Context: an optimization exercise on an open-source flow, tuned for small area, a short achievable clock period and few clock cycles per item. The choices shown serve that exercise and are no tape-out recipe. Function was checked by simulation only, so behaviour that the tests miss may differ from the original.

## design/flow/design.v

```verilog
package rsa_pkg;
  localparam int OPERAND_WIDTH = 32;
  localparam int EXP_BITS = 16;
  localparam int ACC_WIDTH = OPERAND_WIDTH + 1;
  localparam logic [1:0] OP_NOP = 2'd0;
  localparam logic [1:0] OP_EXP = 2'd1;
  localparam logic [2:0] PARAM_MODULUS = 3'd0;
  localparam logic [2:0] PARAM_R_MOD_N = 3'd1;
  localparam logic [2:0] PARAM_BASE = 3'd2;
  localparam logic [2:0] PARAM_R2_MOD_N = 3'd3;
  localparam logic [2:0] PARAM_EXPONENT = 3'd4;
endpackage
`timescale 1ns/1ps
module csa_row #(
  parameter int   W    = 8,
  parameter logic FILL = 1'b0
) (
  input  logic [W-1:0] x,
  input  logic [W-1:0] y,
  input  logic [W-1:0] z,
  output logic [W-1:0] s,
  output logic [W-1:0] c
);
  assign s = x ^ y ^ z;
  assign c = {(x[W-2:0] & y[W-2:0]) | (x[W-2:0] & z[W-2:0]) | (y[W-2:0] & z[W-2:0]), FILL};
endmodule
import rsa_pkg::*;
module mont_digit (
  input  logic [ACC_WIDTH-1:0]     s_n,
  input  logic [ACC_WIDTH-1:0]     c_n,
  input  logic [1:0]               a_bits,
  input  logic [OPERAND_WIDTH-1:0] b,
  input  logic [OPERAND_WIDTH-1:0] modulus,
  output logic [ACC_WIDTH-1:0]     s_nxt_n,
  output logic [ACC_WIDTH-1:0]     c_nxt_n
);
  localparam int TW  = ACC_WIDTH + 1;   
  localparam int EXT = TW - OPERAND_WIDTH;
  logic [TW-1:0] s_in, c_in;
  logic [TW-1:0] pp0, pp1, mm0, mm1;
  logic [TW-1:0] xs1, xc1, xs2, xc2, xs3, xc3, xs4, xc4;
  logic [TW-1:0] hs, hc;
  logic          s0, c0, p0;
  logic          q0, q1;
  logic          w_mid;
  assign s_in = {1'b1, s_n};
  assign c_in = {1'b1, c_n};
  assign s0    = ~s_n[0];
  assign c0    = ~c_n[0];
  assign p0    = a_bits[0] & b[0];
  assign q0    = s_n[0] ^ c_n[0] ^ p0;
  assign w_mid = (s0 | c0 | p0) & ~(s0 & c0 & p0);
  assign q1    = s_n[1] ^ c_n[1] ^ (a_bits[0] & b[1]) ^ (q0 & modulus[1]) ^ w_mid ^
                 (a_bits[1] & b[0]);
  assign pp0 = {{EXT{1'b1}}, ~({OPERAND_WIDTH{a_bits[0]}} & b)};
  assign pp1 = {{EXT{1'b1}}, ~({OPERAND_WIDTH{a_bits[1]}} & b)};
  assign mm0 = {{EXT{1'b1}}, ~({OPERAND_WIDTH{q0}} & modulus)};
  assign mm1 = {{EXT{1'b1}}, ~({OPERAND_WIDTH{q1}} & modulus)};
  csa_row #(.W(TW), .FILL(1'b1)) row1 (.x(s_in), .y(c_in), .z(pp0), .s(xs1), .c(xc1));
  csa_row #(.W(TW), .FILL(1'b1)) row2 (.x(xs1), .y(xc1), .z(mm0), .s(xs2), .c(xc2));
  assign hs = {1'b1, xs2[TW-1:1]};
  assign hc = {1'b1, xc2[TW-1:1]};
  csa_row #(.W(TW), .FILL(1'b1)) row3 (.x(hs), .y(hc), .z(pp1), .s(xs3), .c(xc3));
  csa_row #(.W(TW), .FILL(1'b1)) row4 (.x(xs3), .y(xc3), .z(mm1), .s(xs4), .c(xc4));
  assign s_nxt_n = xs4[TW-1:1];
  assign c_nxt_n = xc4[TW-1:1];
endmodule
`timescale 1ns/1ps
import rsa_pkg::*;
module rsa_top (
  input  logic                     clk,
  input  logic                     resetn,
  input  logic                     param_valid,
  input  logic [2:0]               param_sel,
  input  logic [OPERAND_WIDTH-1:0] param_data,
  output logic                     param_ready,
  input  logic                     cmd_valid,
  input  logic [1:0]               cmd_op,
  output logic                     cmd_ready,
  output logic                     result_valid,
  output logic [OPERAND_WIDTH-1:0] result_data,
  input  logic                     result_ready,
  output logic                     busy
);
  logic                     param_fire;
  logic                     exp_fire;
  logic [OPERAND_WIDTH-1:0] modulus;
  logic [OPERAND_WIDTH-1:0] base;
  logic [OPERAND_WIDTH-1:0] r2_mod_n;
  logic [EXP_BITS-1:0]      exponent;
  logic                     exp_done;
  assign param_ready = ~busy;
  assign cmd_ready   = ~busy;
  assign param_fire  = param_valid & ~busy;
  assign exp_fire    = cmd_valid & ~busy & (cmd_op == OP_EXP);
  always_ff @(posedge clk) begin
    if (param_fire) begin
      case (param_sel)
        PARAM_MODULUS:  modulus  <= param_data;
        PARAM_BASE:     base     <= param_data;
        PARAM_R2_MOD_N: r2_mod_n <= param_data;
        PARAM_EXPONENT: exponent <= param_data[EXP_BITS-1:0];
        default: begin
        end
      endcase
    end
  end
  always_ff @(posedge clk) begin
    if (!resetn) begin
      busy         <= 1'b0;
      result_valid <= 1'b0;
    end else begin
      if (exp_fire) begin
        busy <= 1'b1;
      end else if (result_valid && result_ready) begin
        busy <= 1'b0;
      end
      if (exp_done) begin
        result_valid <= 1'b1;
      end else if (result_ready) begin
        result_valid <= 1'b0;
      end
    end
  end
  logic                     ph_init;
  logic                     ph_iter;
  logic                     ph_res;
  logic                     ph_sub;
  logic [3:0]               it_cnt;
  logic [4:0]               rnd;
  logic                     last_rnd;
  logic                     conv_rnd;
  logic                     e_bit;
  logic                     acc_take;
  logic                     mm_clear;
  assign last_rnd = (rnd == 5'd16);
  assign e_bit    = exponent[rnd[3:0] - 4'd1];
  assign acc_take = !conv_rnd && e_bit;
  assign exp_done = ph_sub & last_rnd;
  assign mm_clear = ph_init | ph_sub;
  always_ff @(posedge clk) begin
    if (!resetn) begin
      ph_init <= 1'b0;
      ph_iter <= 1'b0;
      ph_res  <= 1'b0;
      ph_sub  <= 1'b0;
    end else begin
      ph_init <= exp_fire;
      ph_res  <= ph_iter & (it_cnt == 4'd15);
      ph_sub  <= ph_res;
      if (ph_init | (ph_sub & ~last_rnd)) begin
        ph_iter <= 1'b1;
      end else if (it_cnt == 4'd15) begin
        ph_iter <= 1'b0;
      end
    end
  end
  always_ff @(posedge clk) begin
    if (ph_init) begin
      rnd      <= '0;
      conv_rnd <= 1'b1;
    end else if (ph_sub) begin
      rnd      <= rnd + 5'd1;
      conv_rnd <= 1'b0;
    end
    if (ph_iter) begin
      it_cnt <= it_cnt + 4'd1;
    end else begin
      it_cnt <= '0;
    end
  end
  logic [OPERAND_WIDTH-1:0] sq;
  logic [OPERAND_WIDTH-1:0] acc;
  logic [1:0]               a_bits;
  logic [1:0]               a_fetch;
  logic [OPERAND_WIDTH-1:0] a_src;
  logic [ACC_WIDTH:0]       sq_sum;
  logic [ACC_WIDTH:0]       acc_sum;
  logic [ACC_WIDTH-1:0]     sq_sn, sq_cn, acc_sn, acc_cn;
  logic [ACC_WIDTH-1:0]     sq_sn_nxt, sq_cn_nxt, acc_sn_nxt, acc_cn_nxt;
  logic [ACC_WIDTH-1:0]     neg_n;
  assign a_src   = conv_rnd ? base : sq;
  assign a_fetch = a_src[{it_cnt + 4'd1, 1'b0} +: 2];
  always_ff @(posedge clk) begin
    if (ph_init) begin
      a_bits <= base[1:0];
    end else if (ph_sub) begin
      a_bits <= sq_sum[ACC_WIDTH] ? sq_sum[1:0] : sq[1:0];
    end else begin
      a_bits <= a_fetch;
    end
  end
  always_ff @(posedge clk) begin
    if (ph_init) begin
      sq  <= r2_mod_n;
      acc <= {{(OPERAND_WIDTH-1){1'b0}}, |modulus[OPERAND_WIDTH-1:1]};
    end else begin
      if (ph_res | (ph_sub & sq_sum[ACC_WIDTH])) begin
        sq <= sq_sum[OPERAND_WIDTH-1:0];
      end
      if (acc_take & (ph_res | (ph_sub & acc_sum[ACC_WIDTH]))) begin
        acc <= acc_sum[OPERAND_WIDTH-1:0];
      end
    end
  end
  assign result_data = acc;
  assign neg_n   = {1'b1, ~modulus[OPERAND_WIDTH-1:1], 1'b1};
  assign sq_sum  = ~({1'b0, sq_sn} + {1'b0, sq_cn} + {{ACC_WIDTH{1'b0}}, 1'b1});
  assign acc_sum = ~({1'b0, acc_sn} + {1'b0, acc_cn} + {{ACC_WIDTH{1'b0}}, 1'b1});
  mont_digit dig_sq (
    .s_n     (sq_sn),
    .c_n     (sq_cn),
    .a_bits  (a_bits),
    .b       (sq),
    .modulus (modulus),
    .s_nxt_n (sq_sn_nxt),
    .c_nxt_n (sq_cn_nxt)
  );
  mont_digit dig_acc (
    .s_n     (acc_sn),
    .c_n     (acc_cn),
    .a_bits  (a_bits),
    .b       (acc),
    .modulus (modulus),
    .s_nxt_n (acc_sn_nxt),
    .c_nxt_n (acc_cn_nxt)
  );
  logic sel_res, sel_step;
  assign sel_res  = ph_res;
  assign sel_step = ~ph_res & ~mm_clear;
  always_ff @(posedge clk) begin
    sq_sn  <= ({ACC_WIDTH{~sel_res}} | ~sq_sum[ACC_WIDTH-1:0])  & ({ACC_WIDTH{~sel_step}} | sq_sn_nxt);
    sq_cn  <= ({ACC_WIDTH{~sel_res}} | ~neg_n)                  & ({ACC_WIDTH{~sel_step}} | sq_cn_nxt);
    acc_sn <= ({ACC_WIDTH{~sel_res}} | ~acc_sum[ACC_WIDTH-1:0]) & ({ACC_WIDTH{~sel_step}} | acc_sn_nxt);
    acc_cn <= ({ACC_WIDTH{~sel_res}} | ~neg_n)                  & ({ACC_WIDTH{~sel_step}} | acc_cn_nxt);
  end
endmodule
```

## design/flow/flow/run.sh

```bash
#!/bin/bash
# Standard layout, with plain buffers on the ports instead of delay cells.
set -e
export BUFFER_PORTS_ARGS="-buffer_cell sky130_fd_sc_hd__buf_2"
bash standard.sh > standard.log 2>&1
```

## design/flow/standard.sh

```bash
#!/bin/bash
# synth_recipe.tcl (not shown) runs the flow's synth.tcl, then flattens the netlist and writes it again
# the make line also repeats each setting of config.mk as NAME=value (left out here)
make -C /OpenROAD-flow-scripts/flow DESIGN_CONFIG=/design/flow/config.mk WORK_HOME=/design/flow/orfs CLKGATE_MAP_FILE= SYNTH_SCRIPT=/design/flow/synth_recipe.tcl "${@:-finish}"
```

## design/flow/config.mk

```make
export PLATFORM = sky130hd
export DESIGN_NAME = rsa_top
export DESIGN_NICKNAME = rsa_top
export VERILOG_FILES = /design/flow/design.v
export SDC_FILE = /design/flow/constraint.sdc
export NUM_CORES = 4
export LEC_CHECK = 0
export CAP_MARGIN = 20
export CORE_MARGIN = 2
export CORE_UTILIZATION = 55
export CTS_CLUSTER_DIAMETER = 100
export CTS_CLUSTER_SIZE = 26
export SETUP_SLACK_MARGIN = 4.9
export SLEW_MARGIN = 20
export SYNTH_HIERARCHICAL = 1
```

## design/flow/constraint.sdc

```tcl
create_clock -name core_clock -period 8.0 [get_ports {clk}]
set_input_delay 1.6000 -clock core_clock [delete_from_list [all_inputs] [get_ports {clk}]]
set_output_delay 1.6000 -clock core_clock [all_outputs]
set_load 0.01 [all_outputs]
```

==> key figures, run 1 <==
Timing
  • Max Transition Viols Final: 0
  • Setup-failing EPs final: 0
  • Final Hold Viols: 0
  • Final Critical Period: 3110 ps
  • Clk_skew: 28.0 ps
  • TNS Setup: 0 ps
  • Slew @ Worst Pin: 956 ps
  • Unrepaired setup endpoints after global routing: yes
  • Fmax: 322 MHz
  • Worst relative slew slack: 36.0%
  • Part of the cycle the worst path needs: 38.8%

Clocking
  • Clock transition at path regs: 100 ps
  • Clk root buf: clkbuf_16
  • CTS Buffer Depth: 3
  • Worst skew pair latency: 550 ps
  • Cts bufs inserted: 17
  • Clock sinks: 326
  • CTS H-tree lvls: 1
  • TritonCTS clock tree: built
  • Hold Buf Count CTS: 0

Setup path
  • R2R Path Start: a_bits[0]
  • R2R cell count: 10
  • Data required, critical path: 8400 ps
  • CP endpoint: sq_sn[8]
  • WP data arrival: 3510 ps
  • Crit path from: a_bits[0]
  • Worst Path Max Fanout: 5
  • Crit end category: flop
  • Reg2Reg Setup Slack: 4890 ps
  • FF-to-FF End: sq_sn[8]
  • Startpoint Class: flop
  • Critical path class: flop to flop

Finish
  • Post-layout util: 63.8%
  • Antenna fix cells: 0
  • Fraction of layout cells with a size suffix above 1: 20.1%
  • FILL cells: 3115
  • Final #Nets: 2405
  • Layout area overhead: 13.8%

Global route
  • Global Route Usage Sum: 29.1%
  • Largest net degree at the start of global routing: 53
  • Total gr overflow: 0
  • Antenna violations before repair: 0
  • First-pass GRT wire length: 91000 µm
  • Vias in the first global route: 15700

Die
  • Die ar.: 41200 µm²
  • Die W: 203 µm
  • Rows: 72
  • Starting Density: 56.1%
  • Number of I/O pins: 78
  • CORE AREA: 38800 µm²
  • Chip height: 203 µm

Run
  • Max-Cap Viols: 0

Placement
  • Post-DP HPWL: 41300 µm
  • Routability cong.: 0.878
  • Port Buffers: 77

Drt
  • Detailed Routing Iterations Pass 1: 5
  • Via-per-instance ratio: 6.00
  • Post-route antenna net violation count: 0
  • Drc violations: 0
  • Wire length per cell: 23.6 µm
  • Routed wire length: 60200 µm
  • Detailed-route via count: 15300
  • Iteration-0 DRC Markers: 1391

Synthesis
  • Mapped cell area: 21800 µm²
  • Synth warnings: 7
  • Mapped Cells: 1908
  • Average cell area after synthesis: 11.4 µm²

Hold path
  • HP Class: flop to flop

Run status
  • Status: no timing/DRC/antenna violations
-- metal layers --
layer	global-route usage, %	vias to the layer above	part of all wire (%)
met4	5.79	0	2.0
met1	43.5	7879	45
met5	0	-	0
met2	46.8	542	46
li1	-	6813	-
met3	2.76	76	6.6
-- cell usage in the layout, fill, tap and decap left out, types with 25 or more instances in the layout --
cell type    n
mux2_2      29
buf_4       49
a21o_1      31
xor2_1      36
fa_1       203
nand2b_1    43
nor3_1      25
nand2_1    295
edfxtp_1   145
o21a_1      73
conb_1      28
ha_1        63
fa_2        63
nor2_1     138
buf_2       77
xnor2_1     31
a21oi_1    117
dfxtp_1    165
-- per-stage QoR --
stage          instances  instance area, µm²  hold slack (ps)  setup slack [ps]
2_1_floorplan       1930               22000              443              4150
5_1_grt             2552               24800              495              4800
3_3_place_gp        2453               22700              463              3530
4_1_cts             2525               24000              491              4860
6_report            2552               24800              485              4890
3_5_place_dp        2454               22700              467              3450
-- registers in the layout (all words and copies together) (netlist names) --
signal        cells
acc_cn           33
acc_sn           33
sq_cn            33
sq_sn            33
acc              32
base             32
modulus          32
r2_mod_n         32
sq               32
exponent         16
rnd               5
it_cnt            4
a_bits            2
busy              1
conv_rnd          1
ph_init           1
ph_iter           1
ph_res            1
ph_sub            1
result_valid      1
-- worst max-delay path, cell delays in order, from the launching register on --
cell and delay (ps):
dfxtp_4 420, buf_12 140, buf_8 110, buf_6 120, nand2_1 70, fa_2 540
fa_2 440, fa_1 540, fa_1 420, nor2_2 120, a21oi_1 50
-- layout make-up --
cell class	instances	area [µm²]	share of cell area, %
clock buffer	23	458	1.85
clock inverter	6	93.8	0.379
inverter	28	105	0.424
multi-input combinational	1488	14000	56.6
sequential	326	8010	32.3
tap	518	648	2.62
timing repair buffer	163	1440	5.80
-- repair_timing --
action,in CTS,in global routing
pin swaps,17,75
hold endpoints to repair,0,0
gates resized for setup,71,124
setup buffers,39,19
endpoints found under the setup margin,202,140
cloned,3,8
-- how the worst min path moves through the flow --
stage	startpoint	endpoint	slack (ps)	cells past startpoint
after floorplan	ph_iter	ph_res	440	2
after CTS	busy	ph_init	490	1
after global routing	ph_iter	ph_res	490	2
after detailed placement	ph_iter	ph_res	470	2
final	ph_iter	ph_res	480	2
after global placement	ph_iter	ph_res	460	2
Testbench counts, summed over its fixed seeds: cycles 40,192, items 128.
==> run 2, diff against run 1 <==
--- a/design/flow/config.mk
+++ b/design/flow/config.mk
@@ -10,6 +10,6 @@
 export CORE_UTILIZATION = 55
 export CTS_CLUSTER_DIAMETER = 100
 export CTS_CLUSTER_SIZE = 26
-export SETUP_SLACK_MARGIN = 4.9
+export SETUP_SLACK_MARGIN = 4.8
 export SLEW_MARGIN = 20
 export SYNTH_HIERARCHICAL = 1
==> run 2 against run 1 <==
  * Sequential cell count unchanged
  * Die area unchanged
  * Maximum frequency is 2.1% lower
  * Synthesized cell count stayed put
  * Via count shrank 1.6%
  * Final cell count fell by 0.78%
  * First-iteration DRC count decreased by 18%
  * Still clean on timing, DRC and antenna
  * Non-clock buffer count is 21 lower
  * Largest cell class unchanged
==> key figures, run 2 <==
Setup path
  • Critical path class: flop to flop
  • Data required, critical path: 8390 ps
  • Worst Path Max Fanout: 8
  • R2R Path Start: a_bits[0]
  • WP data arrival: 3560 ps
  • Crit path from: a_bits[0]
  • Crit end category: flop
  • Startpoint Class: flop

Synthesis
  • Mapped Cells: 1908
  • Synth warnings: 7
  • Mapped cell area: 21800 µm²
  • Average cell area after synthesis: 11.4 µm²

Finish
  • Multi-input logic area: 13800 µm²
  • Final #Nets: 2385
  • Most frequent cells in the layout: nand2_1 (297), fa_1 (252), dfxtp_1 (168)
  • Register area: 8010 µm²
  • Most common cell after layout, fill and taps aside: nand2_1
  • FILL cells: 3183
  • Layout area overhead: 11.6%
  • Fraction of layout cells with a size suffix above 1: 15.8%

Drt
  • Detailed-route via count: 15100
  • Iteration-0 DRC Markers: 1140
  • Routed wire length: 59800 µm
  • Via-per-instance ratio: 5.95
  • Detailed Routing Iterations Pass 1: 6
  • Wire length per cell: 23.6 µm
  • Drc violations: 0
  • Post-route antenna net violation count: 0

Global route
  • Total gr overflow: 0
  • Vias in the first global route: 15400
  • First-pass GRT wire length: 91100 µm
  • Gr busiest metal: met2
  • Largest net degree at the start of global routing: 72
  • GR Layer Usage met2: 46.6%
  • Routing usage on met3: 3.85%
  • Antenna violations before repair: 0
  • Global Route Usage Sum: 29.3%
  • Met1 Track Usage GR: 43.2%

Run
  • Max-Cap Viols: 0

Timing
  • Worst relative slew slack: 36.8%
  • Clk_skew: 16.5 ps
  • TNS Setup: 0 ps
  • Final hold slack: 475 ps
  • Final Critical Period: 3170 ps
  • Part of the cycle the worst path needs: 39.7%
  • Setup-failing EPs final: 0
  • Final Hold Viols: 0
  • Fmax: 315 MHz
  • Max Transition Viols Final: 0
  • Unrepaired setup endpoints after global routing: yes
  • Slew @ Worst Pin: 944 ps

Clocking
  • CTS Buffer Depth: 3
  • Clk root buf: clkbuf_16
  • Worst skew pair latency: 540 ps
  • TritonCTS clock tree: built
  • Hold Buf Count CTS: 0
  • Clock sinks: 326
  • CTS H-tree lvls: 1
  • Cts bufs inserted: 17
  • Clock transition at path regs: 100 ps

Die
  • Number of I/O pins: 78
  • Die W: 203 µm
  • Rows: 72
  • Chip height: 203 µm
  • Die ar.: 41200 µm²
  • Starting Density: 56.1%
  • CORE AREA: 38800 µm²

Run status
  • Status: no timing/DRC/antenna violations

Placement
  • Port Buffers: 77
  • Post-DP HPWL: 40400 µm
  • Routability cong.: 0.875

Hold path
  • HP Class: flop to flop
  • Hold_sp: ph_iter
-- run 2: final timing paths --
path,cells past startpoint,slack [ps],to
worst max-delay path,9,4830,sq_sn[13]
worst max register to register,9,4830,sq_sn[13]
worst min register to register,2,470,ph_res
worst min-delay path,2,470,ph_res
-- run 2: area by class of cell --
| class | count | share of cell area, % |
|---|---|---|
| Multi-Input combinational cell | 1489 | 56.7 |
| Sequential cell | 326 | 33.0 |
| Timing Repair Buffer | 142 | 5.10 |
| Tap cell | 518 | 2.67 |
| Clock buffer | 22 | 1.83 |
| Inverter | 28 | 0.433 |
| Clock inverter | 6 | 0.309 |
| Antenna cell | 1 | 0.0103 |
-- run 2: repair_timing --
action / 4_1_cts / 5_1_grt
resized for setup: 44 / 63
cloned: 7 / 6
setup endpoints to repair: 202 / 148
pin swaps: 13 / 42
setup buffers: 15 / 20
-- run 2: per-layer routing --
metal	wire length, µm	share of wire (%)	up-vias
met3	4090	6.8	81
met1	26600	44	7700
met4	1290	2.2	0
met5	0	0	-
li1	-	-	6757
met2	27900	47	520
-- run 2: through the flow --
step	instances	util (%)	setup slack [ps]	cell area, µm²
5_1_grt	2531	62.6	4760	24300
3_3_place_gp	2453	58.4	4120	22700
2_1_floorplan	1930	-	4070	21900
3_5_place_dp	2454	58.5	4040	22700
4_1_cts	2504	61.1	4700	23700
6_report	2532	62.6	4830	24300
-- run 2: critical path, cell delays in order (launching register included) --
cell and delay (ps):
dfxtp_4 480, buf_8 170, clkbuf_16 170, nand2_1 80, fa_1 440, fa_1 480
fa_1 570, fa_1 420, nor2_1 160, a21oi_1 60
==> run 3, diff against run 2 <==
--- a/design/flow/config.mk
+++ b/design/flow/config.mk
@@ -7,7 +7,7 @@
 export LEC_CHECK = 0
 export CAP_MARGIN = 20
 export CORE_MARGIN = 2
-export CORE_UTILIZATION = 55
+export CORE_UTILIZATION = 62
 export CTS_CLUSTER_DIAMETER = 100
 export CTS_CLUSTER_SIZE = 26
 export SETUP_SLACK_MARGIN = 4.8
==> run 3 against run 2 <==
  * Clock-buffer cell count up 1
  * Global-route usage up 2.6 points
  * Cell area down 0.83%
  * Worst hold slack better by 6.4 ps
  * Sequential cell count unchanged
  * Still clean on timing, DRC and antenna
  * First-iteration DRC count up 7.6%
  * Synthesized area unchanged
==> key figures, run 3 <==
Clocking
  • Worst skew pair latency: 540 ps
  • Cts bufs inserted: 17
  • Clock sinks: 326
  • Clk root buf: clkbuf_16
  • TritonCTS clock tree: built
  • Clock transition at path regs: 110 ps
  • Hold Buf Count CTS: 0
  • CTS H-tree lvls: 1
  • CTS Buffer Depth: 3

Setup path
  • Data required, critical path: 8440 ps
  • Startpoint Class: flop
  • Critical path class: flop to flop
  • Worst Path Max Fanout: 4
  • WP data arrival: 3590 ps
  • Crit end category: flop

Synthesis
  • Synth warnings: 7
  • Average cell area after synthesis: 11.4 µm²
  • Mapped cell area: 21800 µm²
  • Mapped Cells: 1908

Placement
  • Routability cong.: 0.904
  • Post-DP HPWL: 39400 µm
  • Port Buffers: 77
  • Dpl ws: 3560 ps

Timing
  • Slew @ Worst Pin: 952 ps
  • Clk_skew: 31.7 ps
  • Final WS setup: 4850 ps
  • Worst relative slew slack: 36.2%
  • Setup-failing EPs final: 0
  • Unrepaired setup endpoints after global routing: no
  • Part of the cycle the worst path needs: 39.4%
  • Final Critical Period: 3150 ps
  • Max Transition Viols Final: 0
  • TNS Setup: 0 ps
  • Fmax: 317 MHz
  • Final Hold Viols: 0

Hold path
  • HP Class: flop to flop

Finish
  • Fraction of layout cells with a size suffix above 1: 15.1%
  • Antenna fix cells: 0
  • Post-layout util: 69.7%
  • Layout area overhead: 10.7%
  • Final #Nets: 2378
  • Most frequent cells in the layout: nand2_1 (299), fa_1 (256), dfxtp_1 (167)
  • Most common cell after layout, fill and taps aside: nand2_1

Drt
  • Routed wire length: 57200 µm
  • Iteration-0 DRC Markers: 1227
  • Detailed Routing Iterations Pass 1: 5
  • Wire length per cell: 23.2 µm
  • Via-per-instance ratio: 6.14
  • Drc violations: 0
  • Post-route antenna net violation count: 0
  • Detailed-route via count: 15100

Global route
  • Total gr overflow: 0
  • First-pass GRT wire length: 87700 µm
  • Vias in the first global route: 15700
  • Antenna violations before repair: 0
  • Largest net degree at the start of global routing: 75
  • Global Route Usage Sum: 32.0%

Die
  • Starting Density: 63.0%
  • Die W: 191 µm
  • CORE AREA: 34500 µm²
  • Chip height: 191 µm
  • Number of I/O pins: 78
  • Rows: 68
  • Die ar.: 36600 µm²

Run
  • Max-Cap Viols: 0

Run status
  • Status: no timing/DRC/antenna violations
==> run 3: layer usage <==
metal | vias up | wire length, µm | GRT usage (%)
met3 | 91 | 4430 | 5.86
met5 | - | 0 | 0
met1 | 7708 | 24800 | 46.1
met2 | 583 | 26800 | 50.7
li1 | 6745 | - | -
met4 | 0 | 1200 | 7.60
==> run 3: area by class of cell <==
| cell class | instances | area, µm² |
|---|---|---|
| well taps | 455 | 569 |
| repair buffers | 136 | 1160 |
| inverters | 28 | 105 |
| clock inverters | 6 | 50.0 |
| multi-input cells | 1488 | 13800 |
| clock buffers | 23 | 448 |
| fillers | 2621 | 10500 |
| flip-flops and latches | 326 | 8010 |
==> run 3: through the flow <==
step           hold slack (ps)  instance area [µm²]  cells
3_3_place_gp               456                22600   2390
3_5_place_dp               468                22600   2390
2_1_floorplan              443                21900   1930
6_report                   481                24100   2462
4_1_cts                    483                23600   2443
5_1_grt                    502                24100   2462
==> run 3: path summary, 6_finish.rpt <==
check	start	endpoint	slack [ps]	cells past startpoint
max reg2reg	acc_sn[0]	acc[28]	4850	13
min	ph_iter	ph_res	480	2
min reg2reg	ph_iter	ph_res	480	2
max	acc_sn[0]	acc[28]	4850	13
==> run 3: repair_timing <==
item / 4_1_cts / 5_1_grt
resized for setup: 44 / 53
endpoints found under the setup margin: 201 / 161
gates cloned: 5 / 3
pin swaps: 11 / 17
buffers inserted: 19 / 15
==> run 3: critical path, stage by stage (launching register included) <==
cell      delay (ps)
dfxtp_2          360
inv_1             50
ha_1             230
fa_2             380
and2b_2          260
o21ai_2          110
a211oi_2         360
a221o_2          290
nand4_4          140
o211ai_1         190
buf_4            160
a31oi_1          100
xor2_1           190
o211a_1          230
==> run 4, diff against run 3 <==
--- a/design/flow/config.mk
+++ b/design/flow/config.mk
@@ -10,6 +10,6 @@
 export CORE_UTILIZATION = 62
 export CTS_CLUSTER_DIAMETER = 100
 export CTS_CLUSTER_SIZE = 26
-export SETUP_SLACK_MARGIN = 4.8
+export SETUP_SLACK_MARGIN = 4.85
 export SLEW_MARGIN = 20
 export SYNTH_HIERARCHICAL = 1
==> run 4 against run 3 <==
  * First-iteration DRC count decreased by 4.2%
  * Register-to-register slack lost 50 ps
  * Highest routed layer is now met5
  * Global-route usage is 0.31 points lower
  * Via count decreased by 0.13%
  * Worst setup slack worse by 52 ps
  * Still clean
  * Final cell count about the same
==> key figures, run 4 <==
Setup path
  • Data required, critical path: 8370 ps
  • Crit end category: flop
  • Slowest CP cell: fa_2
  • WP data arrival: 3570 ps
  • FF-to-FF End: sq_sn[19]
  • Startpoint Class: flop
  • Worst Path Max Fanout: 8
  • R2R Path Start: a_bits[0]
  • R2R cell count: 9
  • Reg2Reg Setup Slack: 4800 ps
  • Critical Path Max Stage Delay: 550 ps
  • Cell Chain, Critical Path: buf_4, clkbuf_16, nand2_1, fa_2, fa_2, fa_2, fa_1, nor2_1, a21oi_1
  • Critical path class: flop to flop
  • Most frequent cell on the critical path: fa_2

Hold path
  • Hold depth: 2
  • HP Class: flop to flop
  • Hold_sp: ph_iter
  • Worst hold path endpoint: ph_res

Finish
  • Final #Nets: 2379
  • Fraction of layout cells with a size suffix above 1: 17.3%
  • Layout area overhead: 11.1%
  • Most frequent cells in the layout: nand2_1 (299), fa_1 (223), dfxtp_1 (168)
  • FILL cells: 2657
  • Final instance area: 24200 µm²
  • Antenna fix cells: 0
  • Final std cells w/o fill: 2464
  • Most common cell after layout, fill and taps aside: nand2_1

Run status
  • Status: no timing/DRC/antenna violations

Clocking
  • Clock sinks: 326
  • CTS H-tree lvls: 1
  • TritonCTS clock tree: built
  • Worst skew pair latency: 550 ps
  • CTS Buffer Depth: 3
  • Hold Buf Count CTS: 0
  • Clock transition at path regs: 110 ps
  • Cts bufs inserted: 17
  • Clk root buf: clkbuf_16

Timing
  • Worst relative slew slack: 34.1%
  • Final Hold Viols: 0
  • Max Transition Viols Final: 0
  • Fmax: 312 MHz
  • TNS Setup: 0 ps
  • Unrepaired setup endpoints after global routing: yes
  • Slew @ Worst Pin: 989 ps
  • Part of the cycle the worst path needs: 40.0%
  • Clk_skew: 30.1 ps
  • Setup-failing EPs final: 0
  • Final WS setup: 4800 ps
  • Final Critical Period: 3200 ps

Placement
  • Dpl ws: 3790 ps
  • Placed insts: 2389
  • Port Buffers: 77
  • Routability cong.: 0.964
  • Placed inst area: 22600 µm²
  • Post-DP HPWL: 39300 µm

Die
  • Rows: 68
  • Die W: 191 µm
  • CORE AREA: 34500 µm²
  • Number of I/O pins: 78
  • Chip height: 191 µm
  • Starting Density: 63.0%
  • Die ar.: 36600 µm²

Global route
  • Total gr overflow: 0
  • Antenna violations before repair: 3
  • First-pass GRT wire length: 87200 µm
  • Largest net degree at the start of global routing: 77
  • Vias in the first global route: 15300
  • Global Route Usage Sum: 31.7%

Drt
  • Via-per-instance ratio: 6.13
  • Detailed Routing Iterations Pass 1: 6
  • Drc violations: 0
  • Iteration-0 DRC Markers: 1175
  • Detailed-route via count: 15100
  • Routed wire length: 57500 µm
  • Post-route antenna net violation count: 0
  • Wire length per cell: 23.3 µm

Synthesis
  • Mapped Cells: 1908
  • Mapped cell area: 21800 µm²
  • Synth warnings: 7
  • Average cell area after synthesis: 11.4 µm²

Run
  • Max-Cap Viols: 0
[run 4: how the worst max path moves through the flow]
| stage | startpoint | depth (start not counted) | end |
|---|---|---|---|
| final | a_bits[0] | 9 | sq_sn[19] |
| after global routing | a_bits[0] | 9 | sq_sn[30] |
| after CTS | ph_init | 8 | sq_sn[30] |
| after detailed placement | a_bits[0] | 10 | acc_sn[6] |
| after global placement | a_bits[0] | 10 | acc_sn[20] |
| after floorplan | sq_sn[1] | 9 | sq[0] |
[run 4: critical path, delay by kind of cell (launching register included)]
family	cells	cell delay (ps)
flops	1	450
buf+inv	2	360
compound gates	1	60
simple gates	2	200
fa+ha+maj	4	1970
[run 4: routing by layer]
| metal | global-route usage [%] | share of wire (%) | up-vias |
|---|---|---|---|
| li1 | - | - | 6744 |
| met1 | 45.3 | 43 | 7664 |
| met2 | 51.4 | 47 | 609 |
| met3 | 5.27 | 8.2 | 85 |
| met4 | 6.80 | 2.2 | 6 |
| met5 | 0 | 0.068 | - |
[run 4: area by class of cell]
type / instances / area, µm² / share of cell area [%]
timing repair buffer: 137 / 1100 / 4.55
tap: 455 / 569 / 2.35
multi-input combinational: 1488 / 13900 / 57.4
sequential: 326 / 8010 / 33.1
clock buffer: 25 / 465 / 1.92
inverter: 28 / 105 / 0.435
clock inverter: 5 / 58.8 / 0.243
[run 4: stage by stage]
stage	hold WS, ps	util (%)
3_5_place_dp	475	65.4
5_1_grt	539	70.0
6_report	491	70.0
4_1_cts	490	68.5
3_3_place_gp	464	65.4
2_1_floorplan	443	-
[run 4: timing repair]
item / in CTS / in global routing
pin swaps: 18 / 33
endpoints found under the hold margin: 0 / 0
endpoints found under the setup margin: 202 / 160
resized for setup: 60 / 85
setup buffers: 21 / 15
gates cloned: 4 / 4
==> run 5, diff against run 4 <==
--- a/design/flow/config.mk
+++ b/design/flow/config.mk
@@ -7,7 +7,7 @@
 export LEC_CHECK = 0
 export CAP_MARGIN = 20
 export CORE_MARGIN = 2
-export CORE_UTILIZATION = 62
+export CORE_UTILIZATION = 50
 export CTS_CLUSTER_DIAMETER = 100
 export CTS_CLUSTER_SIZE = 26
 export SETUP_SLACK_MARGIN = 4.85
==> run 5 against run 4 <==
  * Global-route usage down 5.2 points
  * Still clean
  * Via count about the same
  * Critical endpoint is now acc_sn[5]
  * Sequential cell count unchanged
  * Critical path type unchanged
  * Non-clock buffer count up 9
  * Routed wire length up 4.5%
  * Worst setup slack worse by 35 ps
  * Synthesized cell count unchanged
==> key figures, run 5 <==
Run status
  • Status: no timing/DRC/antenna violations

Die
  • Starting Density: 50.7%
  • Number of I/O pins: 78
  • CORE AREA: 43000 µm²
  • Die ar.: 45200 µm²
  • Chip height: 213 µm
  • Die W: 213 µm
  • Rows: 76

Timing
  • Clk_skew: 26.1 ps
  • TNS Setup: 0 ps
  • Final hold slack: 491 ps
  • Part of the cycle the worst path needs: 40.5%
  • Unrepaired setup endpoints after global routing: yes
  • Max Transition Viols Final: 0
  • Worst relative slew slack: 25.1%
  • Final Critical Period: 3240 ps
  • Setup-failing EPs final: 0
  • Final Hold Viols: 0
  • Slew @ Worst Pin: 1120 ps
  • Fmax: 309 MHz
  • Final WS setup: 4760 ps

Drt
  • Wire length per cell: 23.0 µm
  • Via-per-instance ratio: 5.80
  • Detailed Routing Iterations Pass 1: 5
  • Routed wire length: 60000 µm
  • Post-route antenna net violation count: 0
  • Iteration-0 DRC Markers: 1113
  • Detailed-route via count: 15100
  • Drc violations: 0

Finish
  • Multi-input logic area: 13900 µm²
  • FILL cells: 3698
  • Fraction of layout cells with a size suffix above 1: 18.7%
  • Most frequent cells in the layout: nand2_1 (296), fa_1 (211), dfxtp_1 (167)
  • Most common cell after layout, fill and taps aside: nand2_1
  • Final instance area: 24600 µm²
  • Register area: 8010 µm²
  • Post-layout util: 57.3%
  • Antenna fix cells: 0
  • Layout area overhead: 13.1%
  • Final #Nets: 2389

Global route
  • First-pass GRT wire length: 89900 µm
  • Antenna violations before repair: 0
  • Global Route Usage Sum: 26.5%
  • Total gr overflow: 0
  • Vias in the first global route: 15400
  • Largest net degree at the start of global routing: 75

Setup path
  • R2R cell count: 10
  • Crit end category: flop
  • Reg2Reg Setup Slack: 4760 ps
  • Data required, critical path: 8400 ps
  • Worst Path Max Fanout: 7
  • Startpoint Class: flop
  • Slowest CP cell: fa_2
  • Cell Chain, Critical Path: buf_12, buf_16, buf_12, nand2_1, fa_2, fa_2, fa_1, fa_1, nor2_1, a21oi_1
  • Critical Path Max Stage Delay: 560 ps
  • FF-to-FF End: acc_sn[5]
  • WP data arrival: 3630 ps
  • Critical path class: flop to flop
  • R2R Path Start: a_bits[0]

Clocking
  • Cts bufs inserted: 18
  • Hold Buf Count CTS: 0
  • CTS H-tree lvls: 1
  • Worst skew pair latency: 560 ps
  • Clock transition at path regs: 100 ps
  • TritonCTS clock tree: built
  • Clk root buf: clkbuf_16
  • Clock sinks: 326
  • CTS Buffer Depth: 3

Placement
  • Port Buffers: 77
  • Placed inst area: 22800 µm²
  • Post-DP HPWL: 41000 µm
  • Dpl ws: 3490 ps
  • Routability cong.: 0.887

Hold path
  • HP Class: flop to flop
  • Hold_sp: busy
  • Worst hold path endpoint: ph_init
  • Hold depth: 1

Run
  • Max-Cap Viols: 0

Synthesis
  • Average cell area after synthesis: 11.4 µm²
  • Mapped cell area: 21800 µm²
  • Synth warnings: 7
  • Mapped Cells: 1908
==> run 5: worst max-delay path by stage <==
stage	end	depth (start not counted)	startpoint
floorplan	sq[0]	9	sq_sn[1]
global placement	acc_sn[20]	10	a_bits[0]
detailed placement	acc_sn[7]	10	a_bits[0]
CTS	sq[31]	10	sq_sn[1]
global route	sq_sn[11]	12	a_bits[0]
finish	acc_sn[5]	10	a_bits[0]
==> run 5: through the flow <==
stage          instances
3_3_place_gp        2519
3_5_place_dp        2519
2_1_floorplan       1930
4_1_cts             2582
6_report            2605
5_1_grt             2605
==> run 5: worst max-delay path, delay by kind of cell (launching register included) <==
kind | cells | cell delay [ps]
AND/OR/NAND/NOR | 2 | 220
adder cells (fa/ha/maj) | 4 | 1950
flip-flops | 1 | 440
AO/OA/AOI/OAI | 1 | 60
buffers and inverters | 3 | 390
==> run 5: cell type report <==
class / instances / area share (%)
Clock buffer: 25 / 2.06
Clock inverter: 7 / 0.325
Tap cell: 585 / 2.97
Multi-Input combinational cell: 1488 / 56.7
Inverter: 28 / 0.427
Sequential cell: 326 / 32.5
Timing Repair Buffer: 146 / 5.02
==> run 5: layer usage <==
layer / vias up / GRT usage, % / share of wire, %
met4: 0 / 5.43 / 2.3
met3: 89 / 3.72 / 6.1
met2: 479 / 43.4 / 47
met5: - / 0 / 0
met1: 7764 / 37.9 / 44
li1: 6775 / - / -
==> run 5: timing repair <==
action / CTS / global route
resized for setup: 71 / 91
endpoints found under the setup margin: 202 / 134
endpoints found under the hold margin: 0 / 0
pin swaps: 18 / 62
buffers inserted: 26 / 18
cloned: 5 / 5
==> run 6, diff against run 5 <==
--- a/design/flow/config.mk
+++ b/design/flow/config.mk
@@ -7,7 +7,7 @@
 export LEC_CHECK = 0
 export CAP_MARGIN = 20
 export CORE_MARGIN = 2
-export CORE_UTILIZATION = 50
+export CORE_UTILIZATION = 55
 export CTS_CLUSTER_DIAMETER = 100
 export CTS_CLUSTER_SIZE = 26
 export SETUP_SLACK_MARGIN = 4.85
==> run 6 against run 5 <==
  * Still clean
  * Via count decreased by 0.51%
  * First-iteration DRC count increased by 4.1%
  * Maximum frequency increased by 4.2%
  * Critical endpoint is now acc_sn[13]
==> key figures, run 6 <==
Drt
  • Routed wire length: 58300 µm
  • Detailed-route via count: 15000
  • Iteration-0 DRC Markers: 1159
  • Post-route antenna net violation count: 0
  • Via-per-instance ratio: 5.94
  • Detailed Routing Iterations Pass 1: 7
  • Drc violations: 0
  • Wire length per cell: 23.0 µm

Timing
  • Slew @ Worst Pin: 938 ps
  • Final Hold Viols: 0
  • Clk_skew: 26.3 ps
  • Final hold slack: 488 ps
  • Part of the cycle the worst path needs: 38.8%
  • Setup-failing EPs final: 0
  • Final Critical Period: 3110 ps
  • TNS Setup: 0 ps
  • Unrepaired setup endpoints after global routing: yes
  • Worst relative slew slack: 37.2%
  • Fmax: 322 MHz
  • Max Transition Viols Final: 0

Finish
  • Most common cell after layout, fill and taps aside: nand2_1
  • Antenna fix cells: 0
  • Most frequent cells in the layout: nand2_1 (299), fa_1 (226), dfxtp_1 (167)
  • FILL cells: 3202
  • Final instance area: 24300 µm²
  • Layout area overhead: 11.7%
  • Fraction of layout cells with a size suffix above 1: 17.5%
  • Final std cells w/o fill: 2530
  • Final #Nets: 2382

Clocking
  • Cts bufs inserted: 17
  • Worst skew pair latency: 540 ps
  • CTS H-tree lvls: 1
  • Clock transition at path regs: 100 ps
  • CTS Buffer Depth: 3
  • Clk root buf: clkbuf_16
  • Hold Buf Count CTS: 0
  • TritonCTS clock tree: built
  • Clock sinks: 326

Setup path
  • Startpoint Class: flop
  • Crit end category: flop
  • Data required, critical path: 8390 ps
  • WP data arrival: 3500 ps
  • Worst Path Max Fanout: 14
  • Critical path class: flop to flop

Run status
  • Status: no timing/DRC/antenna violations

Die
  • Number of I/O pins: 78
  • Die W: 203 µm
  • Chip height: 203 µm
  • Rows: 72
  • Starting Density: 56.1%
  • CORE AREA: 38800 µm²
  • Die ar.: 41200 µm²

Global route
  • Total gr overflow: 0
  • Largest net degree at the start of global routing: 70
  • Global Route Usage Sum: 28.8%
  • First-pass GRT wire length: 90300 µm
  • Antenna violations before repair: 0
  • Vias in the first global route: 15700

Hold path
  • HP Class: flop to flop

Placement
  • Routability cong.: 0.875
  • Post-DP HPWL: 40700 µm
  • Placed insts: 2453
  • Port Buffers: 77
  • Placed inst area: 22700 µm²

Synthesis
  • Mapped Cells: 1908
  • Average cell area after synthesis: 11.4 µm²
  • Mapped cell area: 21800 µm²
  • Synth warnings: 7

Run
  • Max-Cap Viols: 0
## run 6: cell types whose count changed in the layout (fill, tap and decap cells not counted), sizes merged
cell / delta
buf: -4
clkinv: -3
bufbuf: -1
clkinvlp: +1
nand3: -1
## run 6: final timing paths
check	cells after the start	start	to	slack, ps
hold reg to reg	1	busy	ph_init	490
hold / removal	1	busy	ph_init	490
setup reg to reg	9	a_bits[0]	acc_sn[13]	4890
setup / recovery	9	a_bits[0]	acc_sn[13]	4890
## run 6: stage by stage
step	util [%]	worst slack, ps
after floorplan	-	4150
after global placement	58.4	3480
after detailed placement	58.4	3240
after CTS	61.3	4680
after global routing	62.6	4800
final	62.6	4890
## run 6: timing repair
| action | CTS | global route |
|---|---|---|
| setup endpoints to repair | 204 | 128 |
| gates cloned | 4 | 3 |
| setup buffers | 23 | 16 |
| pin swaps | 16 | 31 |
| resized for setup | 65 | 76 |
## run 6: critical path, cell delays in order, from the launching register on
cell and delay (ps):
dfxtp_4 400, buf_12 150, clkbuf_16 210, nand2_1 90, fa_1 530, fa_1 440
fa_2 540, fa_1 410, nor2_1 130, a21oi_1 50
## run 6: final cells by class
class,instances,area (µm²),share of cell area [%]
Clock inverter,5,43.8,0.180
Clock buffer,25,475,1.95
Tap cell,518,648,2.66
Sequential cell,326,8010,32.9
Multi-Input combinational cell,1487,13900,57.2
Timing Repair Buffer,141,1120,4.62
Inverter,28,105,0.432
## run 6: metal layers
layer	routed length, µm	up-vias	part of all wire, %	GRT usage [%]
met4	1160	0	2.0	5.68
met3	4250	73	7.3	4.13
met1	25700	7707	44	42.6
met2	27200	516	47	45.9
met5	0	-	0	0
li1	-	6734	-	-
==> run 7, diff against run 6 <==
==> design/flow/config.mk (replaced) <==
export PLATFORM = sky130hd
export DESIGN_NAME = rsa_top
export DESIGN_NICKNAME = rsa_top
export VERILOG_FILES = /design/flow/design.v
export SDC_FILE = /design/flow/constraint.sdc
export NUM_CORES = 4
export LEC_CHECK = 0
export CAP_MARGIN = 10
export CORE_MARGIN = 2
export CORE_UTILIZATION = 55
export CTS_CLUSTER_DIAMETER = 100
export CTS_CLUSTER_SIZE = 26
export SETUP_SLACK_MARGIN = 4.85
export SLEW_MARGIN = 10
export SYNTH_HIERARCHICAL = 1
==> run 7 against run 6 <==
  * Critical path depth is the same
  * Worst hold slack is essentially flat
  * Synthesized area is the same
  * Register-to-register slack is essentially flat
  * Core utilization shrank 0.071 points
  * Maximum frequency grew 0.22%
  * First-iteration DRC count shrank 1.4%
  * Via count shrank 0.36%
  * Critical path type unchanged
==> key figures, run 7 <==
Clocking
  • CTS Buffer Depth: 3
  • Hold Buf Count CTS: 0
  • Clock sinks: 326
  • Worst skew pair latency: 540 ps
  • CTS H-tree lvls: 1
  • Clk root buf: clkbuf_16
  • Clock transition at path regs: 100 ps
  • TritonCTS clock tree: built
  • Cts bufs inserted: 17

Die
  • Rows: 72
  • Chip height: 203 µm
  • CORE AREA: 38800 µm²
  • Starting Density: 56.1%
  • Die ar.: 41200 µm²
  • Die W: 203 µm
  • Number of I/O pins: 78

Timing
  • Setup-failing EPs final: 0
  • Final Hold Viols: 0
  • TNS Setup: 0 ps
  • Worst relative slew slack: 25.1%
  • Unrepaired setup endpoints after global routing: yes
  • Clk_skew: 24.6 ps
  • Slew @ Worst Pin: 1120 ps
  • Part of the cycle the worst path needs: 38.8%
  • Final Critical Period: 3100 ps
  • Fmax: 322 MHz
  • Max Transition Viols Final: 0

Finish
  • Register area: 8010 µm²
  • Fraction of layout cells with a size suffix above 1: 17.5%
  • Multi-input logic area: 13900 µm²
  • Most frequent cells in the layout: nand2_1 (299), fa_1 (226), dfxtp_1 (167)
  • Antenna fix cells: 0
  • Final #Nets: 2381
  • Most common cell after layout, fill and taps aside: nand2_1
  • FILL cells: 3202
  • Layout area overhead: 11.6%

Run
  • Max-Cap Viols: 0

Synthesis
  • Mapped cell area: 21800 µm²
  • Synth warnings: 7
  • Mapped Cells: 1908
  • Average cell area after synthesis: 11.4 µm²

Global route
  • Antenna violations before repair: 0
  • Total gr overflow: 0
  • Vias in the first global route: 15700
  • Largest net degree at the start of global routing: 70
  • First-pass GRT wire length: 90300 µm
  • Global Route Usage Sum: 28.8%

Setup path
  • Data required, critical path: 8390 ps
  • Crit end category: flop
  • Worst Path Max Fanout: 14
  • Critical path class: flop to flop
  • R2R Path Start: a_bits[0]
  • FF-to-FF End: acc_sn[13]
  • Startpoint Class: flop
  • R2R cell count: 9
  • Reg2Reg Setup Slack: 4900 ps
  • WP data arrival: 3490 ps

Drt
  • Post-route antenna net violation count: 0
  • Routed wire length: 58300 µm
  • Detailed-route via count: 15000
  • Drc violations: 0
  • Iteration-0 DRC Markers: 1143
  • Via-per-instance ratio: 5.92
  • Wire length per cell: 23.0 µm
  • Detailed Routing Iterations Pass 1: 6

Hold path
  • Worst hold path endpoint: ph_init
  • Hold depth: 1
  • Hold_sp: busy
  • HP Class: flop to flop

Run status
  • Status: no timing/DRC/antenna violations

Placement
  • Port Buffers: 77
  • Post-DP HPWL: 40700 µm
  • Routability cong.: 0.875
==> run 7: changes by cell type in the layout (fill, tap and decap cells not counted), sizes merged <==
cell	delta
buf	-1
==> run 7: per-stage QoR <==
step | hold slack, ps | std cells | cell area (µm²) | setup WS [ps] | utilization, %
finish | 488 | 2529 | 24300 | 4900 | 62.6
global route | 524 | 2529 | 24300 | 4800 | 62.6
CTS | 492 | 2510 | 23800 | 4680 | 61.3
detailed placement | 477 | 2453 | 22700 | 3240 | 58.4
global placement | 459 | 2453 | 22700 | 3480 | 58.4
floorplan | 443 | 1930 | 21900 | 4150 | -
==> run 7: how the worst max path moves through the flow <==
stage / start / to
floorplan: sq_sn[1] / sq[0]
global placement: a_bits[0] / sq_sn[30]
detailed placement: a_bits[0] / sq_sn[30]
CTS: sq_cn[0] / sq_sn[30]
global route: a_bits[0] / acc_sn[23]
finish: a_bits[0] / acc_sn[13]
==> run 7: area by class of cell <==
class | instances | area share (%)
Clock buffer | 25 | 1.96
Clock inverter | 5 | 0.180
Inverter | 28 | 0.433
Multi-Input combinational cell | 1487 | 57.3
Sequential cell | 326 | 33.0
Tap cell | 518 | 2.67
Timing Repair Buffer | 140 | 4.52
==> run 7: worst max-delay path, stage by stage (launching register included) <==
cell	delay, ps
dfxtp_4	400
buf_12	140
clkbuf_16	200
nand2_1	90
fa_1	530
fa_1	440
fa_2	540
fa_1	410
nor2_1	130
a21oi_1	50
==> run 7: layer usage <==
layer | GRT usage (%) | share of wire (%)
met1 | 42.6 | 45
met2 | 45.9 | 47
met3 | 4.13 | 6.8
met4 | 5.68 | 2.0
met5 | 0 | 0
==> run 7: timing repair <==
action,CTS,global route
gates resized for setup,65,76
cloned,4,3
setup endpoints to repair,204,128
pin swaps,16,31
hold endpoints to repair,0,0
setup buffers,23,16
==> run 8, diff against run 7 <==
--- a/design/flow/config.mk
+++ b/design/flow/config.mk
@@ -10,6 +10,7 @@
 export CORE_UTILIZATION = 55
 export CTS_CLUSTER_DIAMETER = 100
 export CTS_CLUSTER_SIZE = 26
+export GPL_TIMING_DRIVEN = 0
 export SETUP_SLACK_MARGIN = 4.85
 export SLEW_MARGIN = 10
 export SYNTH_HIERARCHICAL = 1
==> run 8 against run 7 <==
  * Synthesized cell count stayed put
  * Global-route usage is 1.6 points higher
  * First-iteration DRC count is 12% higher
  * Worst setup slack worse by 96 ps
  * Maximum frequency is 3.0% lower
  * Non-clock buffer count is 86 higher
==> key figures, run 8 <==
Run status
  • Status: no timing/DRC/antenna violations

Drt
  • Drc violations: 0
  • Routed wire length: 62100 µm
  • Via-per-instance ratio: 5.90
  • Post-route antenna net violation count: 0
  • Iteration-0 DRC Markers: 1282
  • Wire length per cell: 23.8 µm
  • Detailed Routing Iterations Pass 1: 5
  • Detailed-route via count: 15400

Finish
  • Most frequent cells in the layout: nand2_1 (294), fa_1 (224), dfxtp_1 (170)
  • Most common cell after layout, fill and taps aside: nand2_1
  • Final #Nets: 2466
  • Fraction of layout cells with a size suffix above 1: 18.6%
  • Final instance area: 24700 µm²
  • Antenna fix cells: 0
  • Layout area overhead: 13.5%

Global route
  • Vias in the first global route: 15800
  • Largest net degree at the start of global routing: 28
  • Global Route Usage Sum: 30.4%
  • Total gr overflow: 0
  • Antenna violations before repair: 0
  • Met1 Track Usage GR: 43.4%
  • GR Layer Usage met2: 48.9%
  • Gr busiest metal: met2
  • First-pass GRT wire length: 92800 µm
  • Routing usage on met3: 5.75%

Clocking
  • Clock transition at path regs: 110 ps
  • CTS H-tree lvls: 1
  • TritonCTS clock tree: built
  • Clk root buf: clkbuf_16
  • Cts bufs inserted: 17
  • CTS Buffer Depth: 3
  • Clock sinks: 326
  • Worst skew pair latency: 550 ps
  • Hold Buf Count CTS: 0

Timing
  • Final Hold Viols: 0
  • Slew @ Worst Pin: 1070 ps
  • Max Transition Viols Final: 0
  • Final WS setup: 4800 ps
  • Part of the cycle the worst path needs: 40.0%
  • Final hold slack: 500 ps
  • TNS Setup: 0 ps
  • Unrepaired setup endpoints after global routing: yes
  • Clk_skew: 25.8 ps
  • Fmax: 313 MHz
  • Worst relative slew slack: 28.6%
  • Setup-failing EPs final: 0
  • Final Critical Period: 3200 ps

Setup path
  • WP data arrival: 3680 ps
  • Startpoint Class: flop
  • Data required, critical path: 8480 ps
  • Worst Path Max Fanout: 10
  • Crit end category: flop
  • Critical path class: flop to flop

Die
  • Starting Density: 56.1%
  • Number of I/O pins: 78
  • Die W: 203 µm
  • Chip height: 203 µm
  • Die ar.: 41200 µm²
  • CORE AREA: 38800 µm²
  • Rows: 72

Placement
  • Post-DP HPWL: 47700 µm
  • Routability cong.: 0.918
  • Port Buffers: 77
  • Placed inst area: 23100 µm²
  • Dpl ws: 4090 ps

Hold path
  • HP Class: flop to flop

Synthesis
  • Mapped Cells: 1908
  • Mapped cell area: 21800 µm²
  • Average cell area after synthesis: 11.4 µm²
  • Synth warnings: 7

Run
  • Max-Cap Viols: 0
## run 8: cell count changes in the layout (fill, tap and decap cells not counted), moves of 6 or more
cell      previous run  this run
buf_6                9        21
nor2_2               6        12
clkbuf_1             6        50
nor2_1             138       132
buf_1                0         9
buf_4               39        49
## run 8: path summary, 6_finish.rpt
path                                 from         to  slack (ps)  cells after the start
worst max-delay path            a_bits[0]  sq_sn[15]        4800                     12
worst min-delay path                 busy    ph_init         500                      1
worst max register to register  a_bits[0]  sq_sn[15]        4800                     12
worst min register to register       busy    ph_init         500                      1
## run 8: through the flow
step	std cells	util (%)
after floorplan	1930	-
after global placement	2525	59.1
after detailed placement	2536	59.5
after CTS	2587	62.2
after global routing	2614	63.7
final	2614	63.7
## run 8: cell type report
| class | instances | area [µm²] |
|---|---|---|
| repair buffers | 136 | 931 |
| clock buffers | 25 | 455 |
| multi-input cells | 1486 | 13900 |
| flip-flops and latches | 326 | 8000 |
| well taps | 518 | 648 |
| plain buffers | 90 | 641 |
| inverters | 28 | 105 |
| fillers | 3136 | 14100 |
| clock inverters | 5 | 46.3 |
## run 8: critical path, cell delays in order, from the launching register on
cell	delay, ps
dfxtp_2	360
buf_6	120
buf_6	120
nand2_8	60
xnor2_4	230
buf_4	180
clkbuf_8	170
nand2_1	90
fa_2	560
fa_1	420
fa_1	550
o21ai_0	100
nor3_1	150
## run 8: per-layer routing
layer	up-vias	wire length (µm)
met5	-	0
met4	0	1400
met3	87	4990
met2	570	28600
met1	7856	27100
li1	6913	-
## run 8: timing repair
action                     in CTS  in global routing
gates resized for setup        84                103
cloned                          1                  2
pin swaps                      23                 47
setup endpoints to repair     191                123
setup buffers                  20                 25
==> run 9, diff against run 8 <==
--- a/design/flow/config.mk
+++ b/design/flow/config.mk
@@ -8,9 +8,9 @@
 export CAP_MARGIN = 10
 export CORE_MARGIN = 2
 export CORE_UTILIZATION = 55
+export CTS_BUF_LIST = sky130_fd_sc_hd__clkbuf_8 sky130_fd_sc_hd__clkbuf_16
 export CTS_CLUSTER_DIAMETER = 100
 export CTS_CLUSTER_SIZE = 26
-export GPL_TIMING_DRIVEN = 0
 export SETUP_SLACK_MARGIN = 4.85
 export SLEW_MARGIN = 10
 export SYNTH_HIERARCHICAL = 1
==> run 9 against run 8 <==
  * Clock-buffer cell count down 6
  * Core utilization down 0.83 points
  * Maximum frequency is 2.5% higher
  * Via count decreased by 2.7%
  * Synthesized area unchanged
==> key figures, run 9 <==
Run status
  • Status: no timing/DRC/antenna violations

Setup path
  • Critical Path Max Stage Delay: 370 ps
  • WP data arrival: 3550 ps
  • Data required, critical path: 8430 ps
  • Critical path class: flop to flop
  • Crit end category: flop
  • Reg2Reg Setup Slack: 4880 ps
  • Worst Path Max Fanout: 4
  • Slowest CP cell: dfxtp_2
  • Cell Chain, Critical Path: inv_1, ha_4, fa_2, and2b_2, o21ai_4, a211oi_4, a221o_2, nand4_4, o211ai_1, buf_4, a31oi_2, xor2_1, o211a_1
  • Startpoint Class: flop

Global route
  • Vias in the first global route: 15700
  • Global Route Usage Sum: 28.8%
  • Total gr overflow: 0
  • First-pass GRT wire length: 90300 µm
  • Largest net degree at the start of global routing: 70
  • Antenna violations before repair: 0

Drt
  • Post-route antenna net violation count: 0
  • M1 WL: 26400 µm
  • Detailed-route via count: 15000
  • Wire length per cell: 23.0 µm
  • Routed wire length on met3: 3550 µm
  • Met2 wire length: 27400 µm
  • Drc violations: 0
  • Via-per-instance ratio: 5.92
  • Detailed Routing Iterations Pass 1: 5
  • Top Layer Used: met4
  • Routed wire length: 58400 µm
  • Iteration-0 DRC Markers: 1171

Clocking
  • Clk root buf: clkbuf_16
  • Hold Buf Count CTS: 0
  • Worst skew pair latency: 540 ps
  • Cts bufs inserted: 17
  • CTS Buffer Depth: 3
  • TritonCTS clock tree: built
  • Clock sinks: 326
  • CTS H-tree lvls: 1
  • Clock transition at path regs: 100 ps

Finish
  • Fraction of layout cells with a size suffix above 1: 17.7%
  • Antenna fix cells: 0
  • Most common cell after layout, fill and taps aside: nand2_1
  • Most frequent cells in the layout: nand2_1 (299), fa_1 (225), dfxtp_1 (167)
  • Layout area overhead: 12.0%
  • Final std cells w/o fill: 2535
  • Final #Nets: 2387
  • Post-layout util: 62.8%

Synthesis
  • Average cell area after synthesis: 11.4 µm²
  • Synth warnings: 7
  • Mapped Cells: 1908
  • Mapped cell area: 21800 µm²

Placement
  • Port Buffers: 77
  • Routability cong.: 0.875
  • Dpl ws: 3240 ps
  • Placed insts: 2453
  • Post-DP HPWL: 40700 µm

Timing
  • Final Hold Viols: 0
  • Final Critical Period: 3120 ps
  • Setup-failing EPs final: 0
  • Fmax: 321 MHz
  • Slew @ Worst Pin: 1100 ps
  • Max Transition Viols Final: 0
  • Clk_skew: 25.5 ps
  • Unrepaired setup endpoints after global routing: yes
  • TNS Setup: 0 ps
  • Part of the cycle the worst path needs: 39.0%
  • Worst relative slew slack: 26.7%
  • Final WS setup: 4880 ps

Die
  • Rows: 72
  • Die ar.: 41200 µm²
  • CORE AREA: 38800 µm²
  • Chip height: 203 µm
  • Number of I/O pins: 78
  • Starting Density: 56.1%
  • Die W: 203 µm

Hold path
  • HP Class: flop to flop

Run
  • Max-Cap Viols: 0
-- run 9: path summary, 6_finish.rpt --
kind         depth (start not counted)      end  startpoint
max reg2reg                         13  acc[28]   acc_sn[0]
min reg2reg                          1  ph_init        busy
max                                 13  acc[28]   acc_sn[0]
min                                  1  ph_init        busy
-- run 9: layer usage --
layer  track usage [%]  vias up
met1              42.6     7717
met5                 0        -
li1                  -     6747
met4              5.76        0
met3              4.11       65
met2              45.8      479
-- run 9: timing repair --
| action | in CTS | in global routing |
|---|---|---|
| pin swaps | 16 | 39 |
| buffers inserted | 25 | 19 |
| resized for setup | 66 | 81 |
| gates cloned | 4 | 4 |
| endpoints found under the setup margin | 204 | 117 |
-- run 9: through the flow --
| stage | hold WS [ps] | cell area, µm² |
|---|---|---|
| after global routing | 524 | 24400 |
| after floorplan | 443 | 21900 |
| final | 488 | 24400 |
| after detailed placement | 477 | 22700 |
| after global placement | 459 | 22700 |
| after CTS | 492 | 23800 |
-- run 9: cell type report --
| class | instances | area, µm² |
|---|---|---|
| fillers | 3185 | 14400 |
| multi-input cells | 1487 | 14000 |
| clock buffers | 19 | 453 |
| flip-flops and latches | 326 | 8010 |
| repair buffers | 146 | 1160 |
| well taps | 518 | 648 |
| inverters | 28 | 105 |
| clock inverters | 11 | 66.3 |
-- run 9: worst max-delay path, delay by kind of cell, from the launching register on --
| family | cells | cell delay [ps] |
|---|---|---|
| DFF | 1 | 370 |
| adders and majority gates | 2 | 530 |
| and+or+nand+nor | 2 | 410 |
| AOI/OAI and AO/OA | 6 | 1240 |
| buffers and inverters | 2 | 250 |
| xor gates and xnor gates | 1 | 210 |

## afterwards: timing with drivers on the ports
In the flow no input, the clock included, has a driving cell. The finished layouts below were timed again as built, in two steps. Step 1 (the two cells are an assumption about what drives the block):
set clk [get_ports {clk}]
set_driving_cell -lib_cell sky130_fd_sc_hd__clkbuf_16 $clk
set_driving_cell -lib_cell sky130_fd_sc_hd__buf_2 [delete_from_list [all_inputs] $clk]
Step 2 adds t to the input delays and takes it off the output delays; t is the mean of the earliest and latest rising clock arrival at the registers after step 1. Input paths then give back, and output paths get back, about the clock's delay inside the block. Three values: ideal ports, drivers, drivers and shift; two values: the first two.
run	t (ns)	setup WS [ns]	worst setup path after step 2	clock arrival spread, ns	worst register clock-pin slew, ns
run 1	0.593	4.892 / 4.892 / 4.892	register to register	0.028 / 0.028	0.11 / 0.11
run 2	0.595	4.826 / 4.826 / 4.826	register to register	0.017 / 0.017	0.11 / 0.11
run 3	0.579	4.849 / 4.849 / 4.849	register to register	0.033 / 0.033	0.11 / 0.11
run 4	0.590	4.798 / 4.798 / 4.798	register to register	0.032 / 0.032	0.11 / 0.11
run 5	0.599	4.762 / 4.762 / 4.762	register to register	0.026 / 0.026	0.11 / 0.11
run 6	0.589	4.892 / 4.892 / 4.647	input to register	0.027 / 0.027	0.11 / 0.11
run 7	0.591	4.899 / 4.899 / 4.643	input to register	0.025 / 0.026	0.11 / 0.11
run 8	0.599	4.803 / 4.803 / 4.803	register to register	0.027 / 0.027	0.12 / 0.12
run 9	0.589	4.882 / 4.882 / 4.649	input to register	0.028 / 0.028	0.11 / 0.11
After both steps every run listed still meets setup and hold. The setup slack of run 7, which loses most, moves by 0.000 ns with the drivers and by -0.256 ns with both steps.
